This is an optimization exercise on Yosys and OpenROAD, whose aim is small area, not a production implementation. No activity file was given, so power comes from the tool's default toggle rates.

==> module lj_axis, before the edit <==
module lj_axis (
  input  logic        clk,
  input  logic        accept,         
  input  logic        first,          
  input  logic [31:0] f,
  output logic        sat,            
  output logic        out_of_range,   
  output logic [47:0] acc             
);
  logic [7:0]  e;
  logic [5:0]  r_in;
  logic [4:0]  rh_r;
  logic        s_r;
  logic [24:0] y_r;
  logic [47:0] wide;
  logic [48:0] a_r, base, t, sum;
  logic        pos, neg;
  assign e = f[30:23];
  always_comb begin
    if (!accept || e <= 8'd102) r_in = 6'd47;
    else if (e >= 8'd150)       r_in = 6'd63;
    else                        r_in = 6'(8'd149 - e);
  end
  always_ff @(posedge clk) begin
    rh_r <= r_in[5:1];
    s_r  <= f[31];
    y_r  <= r_in[0] ? {1'b0, 1'b1, f[22:0]} : {1'b1, f[22:0], 1'b0};
  end
  assign sat  = rh_r[4] & rh_r[3];
  assign wide = {1'b0, y_r, 22'd0} >> {rh_r, 1'b0};
  assign t    = {s_r, s_r, (sat ? {47{1'b1}} : wide[46:0]) ^ {47{s_r}}};
  assign pos = ~a_r[48] & a_r[47];
  assign neg = a_r[48] & (~a_r[47] | (a_r[46:0] == 47'd0));
  assign out_of_range = pos | neg;
  assign acc  = pos ? {1'b0, {47{1'b1}}} : neg ? {1'b1, {46{1'b0}}, 1'b1} : a_r[47:0];
  assign base = first ? 49'd0 : {acc[47], acc};
  logic [4:0] rc;
  always_comb begin
    rc[0] = s_r;
    for (int i = 0; i < 4; i++) begin
      sum[i] = base[i] ^ t[i] ^ rc[i];
      rc[i+1] = (base[i] & t[i]) | (rc[i] & (base[i] ^ t[i]));
    end
  end
  lj_add #(.N(45)) u_add (.a(base[48:4]), .b(t[48:4]), .cin(rc[4]), .s(sum[48:4]));
  always_ff @(posedge clk) a_r <= sum;
endmodule
Settings: LEC_CHECK=0, CAP_MARGIN=20, CORE_MARGIN=2, CORE_UTILIZATION=60, CTS_BUF_LIST=sky130_fd_sc_hd__clkbuf_4, CTS_CLUSTER_DIAMETER=50, CTS_CLUSTER_SIZE=8, SLEW_MARGIN=20; clock period 7.0 ns.
standard.sh (not shown) runs the stock make flow with config.mk's settings and CLKGATE_MAP_FILE= SYNTH_SCRIPT=/design/flow/synth_recipe.tcl, a recipe that flattens the netlist after the stock synthesis.
==> flow/flow/run.sh <==
#!/bin/bash
# The standard layout (standard.sh) with two changes:
#  * synthesis maps the logic with an area-oriented ABC script (flow/area.abc);
#  * the port buffers use the smallest buffer cell, sky130_fd_sc_hd__buf_1.
# Each make run's full output goes to its own log file in the work folder.
set -euo pipefail
export MY_ABC_SCRIPT="$PWD/flow/area.abc"
bash standard.sh "SYNTH_SCRIPT=$PWD/flow/synth.tcl" \
  "BUFFER_PORTS_ARGS=-buffer_cell sky130_fd_sc_hd__buf_1" finish > make_finish.log 2>&1
==> flow/flow/area.abc <==
strash
&get -n
&st
&syn2
&dch -f
&nf -p -a -F 8 -A 8
&put
strash
dch -f
amap -F 4 -A 8
topo
stime -c
buffer -c
upsize -c
dnsize -c
==> flow/flow/synth.tcl <==
# The standard synthesis script (synth_recipe.tcl), except that Yosys's abc call
# uses the area-oriented ABC script in MY_ABC_SCRIPT instead of ORFS's speed script.
proc synth {args} { yosys synth -nofsm -noshare {*}$args }
proc abc {args} {
  set i [lsearch -exact $args -script]
  if { $i >= 0 } { set args [lreplace $args $i [expr {$i + 1}] -script $::env(MY_ABC_SCRIPT)] }
  yosys abc {*}$args
}
source $::env(SCRIPTS_DIR)/synth.tcl
# left out here: clear keep_hierarchy, flatten, clean up, hide names made inside functions, write 1_2_yosys.v
Then changed:
--- a/flow/design.v
+++ b/flow/design.v
@@ -98,10 +98,9 @@
   output logic [47:0] acc             
 );
   logic [7:0]  e;
-  logic [5:0]  r_in;
-  logic [4:0]  rh_r;
+  logic [5:0]  r_in, r_r;
   logic        s_r;
-  logic [24:0] y_r;
+  logic [22:0] m_r;
   logic [47:0] wide;
   logic [48:0] a_r, base, t, sum;
   logic        pos, neg;
@@ -112,12 +111,12 @@
     else                        r_in = 6'(8'd149 - e);
   end
   always_ff @(posedge clk) begin
-    rh_r <= r_in[5:1];
-    s_r  <= f[31];
-    y_r  <= r_in[0] ? {1'b0, 1'b1, f[22:0]} : {1'b1, f[22:0], 1'b0};
+    r_r <= r_in;
+    s_r <= f[31];
+    m_r <= f[22:0];
   end
-  assign sat  = rh_r[4] & rh_r[3];
-  assign wide = {1'b0, y_r, 22'd0} >> {rh_r, 1'b0};
+  assign sat  = r_r[5] & r_r[4];
+  assign wide = {1'b0, 1'b1, m_r, 23'd0} >> r_r;
   assign t    = {s_r, s_r, (sat ? {47{1'b1}} : wide[46:0]) ^ {47{s_r}}};
   assign pos = ~a_r[48] & a_r[47];
   assign neg = a_r[48] & (~a_r[47] | (a_r[46:0] == 47'd0));
- cell count went up by about 0.9%
- critical path depth went down by 1
- register-to-register slack loses 0.12 ns
- sequential share of layout area went down by 0.61 points
- hold slack gains 0.022 ns
- total power went up by 2.0%
- routed wire length went up by about 1.1%
- first-iteration DRC count went down by 1.5%
- synthesized area went down by about 0.4%
- global-route usage went up by 0.17 points
- count of clock-buffer cells in the layout went down by 6
- cell area went up by about 1.5%
- utilization went up by 1.2 points
No run of this note included a check of the RTL's function; only the layout flow was run.

## separate check: timing with driven ports
How much do the figures lean on ideal ports? The routed layouts below were timed once more, with nothing changed but the port constraints.
Step 1 sets driving cells, clkbuf_16 on the clock port and buf_2 on the other inputs (assumed; they add their load-dependent delay and slew).
Step 2 also shifts input and output timing later by t, the mid clock arrival at the registers, as if the neighbouring blocks saw the same clock.
Three values: no drivers, after step 1, after step 2; two values: the first two.
| run | t, ns | slack for setup (ns) | worst setup path after step 2 |
|---|---|---|---|
| the first run | 0.833 | 0.319 / 0.319 / 0.319 | register to register |
| the second run | 0.817 | 0.204 / 0.204 / 0.204 | register to register |
After both steps every run listed still meets setup and hold.
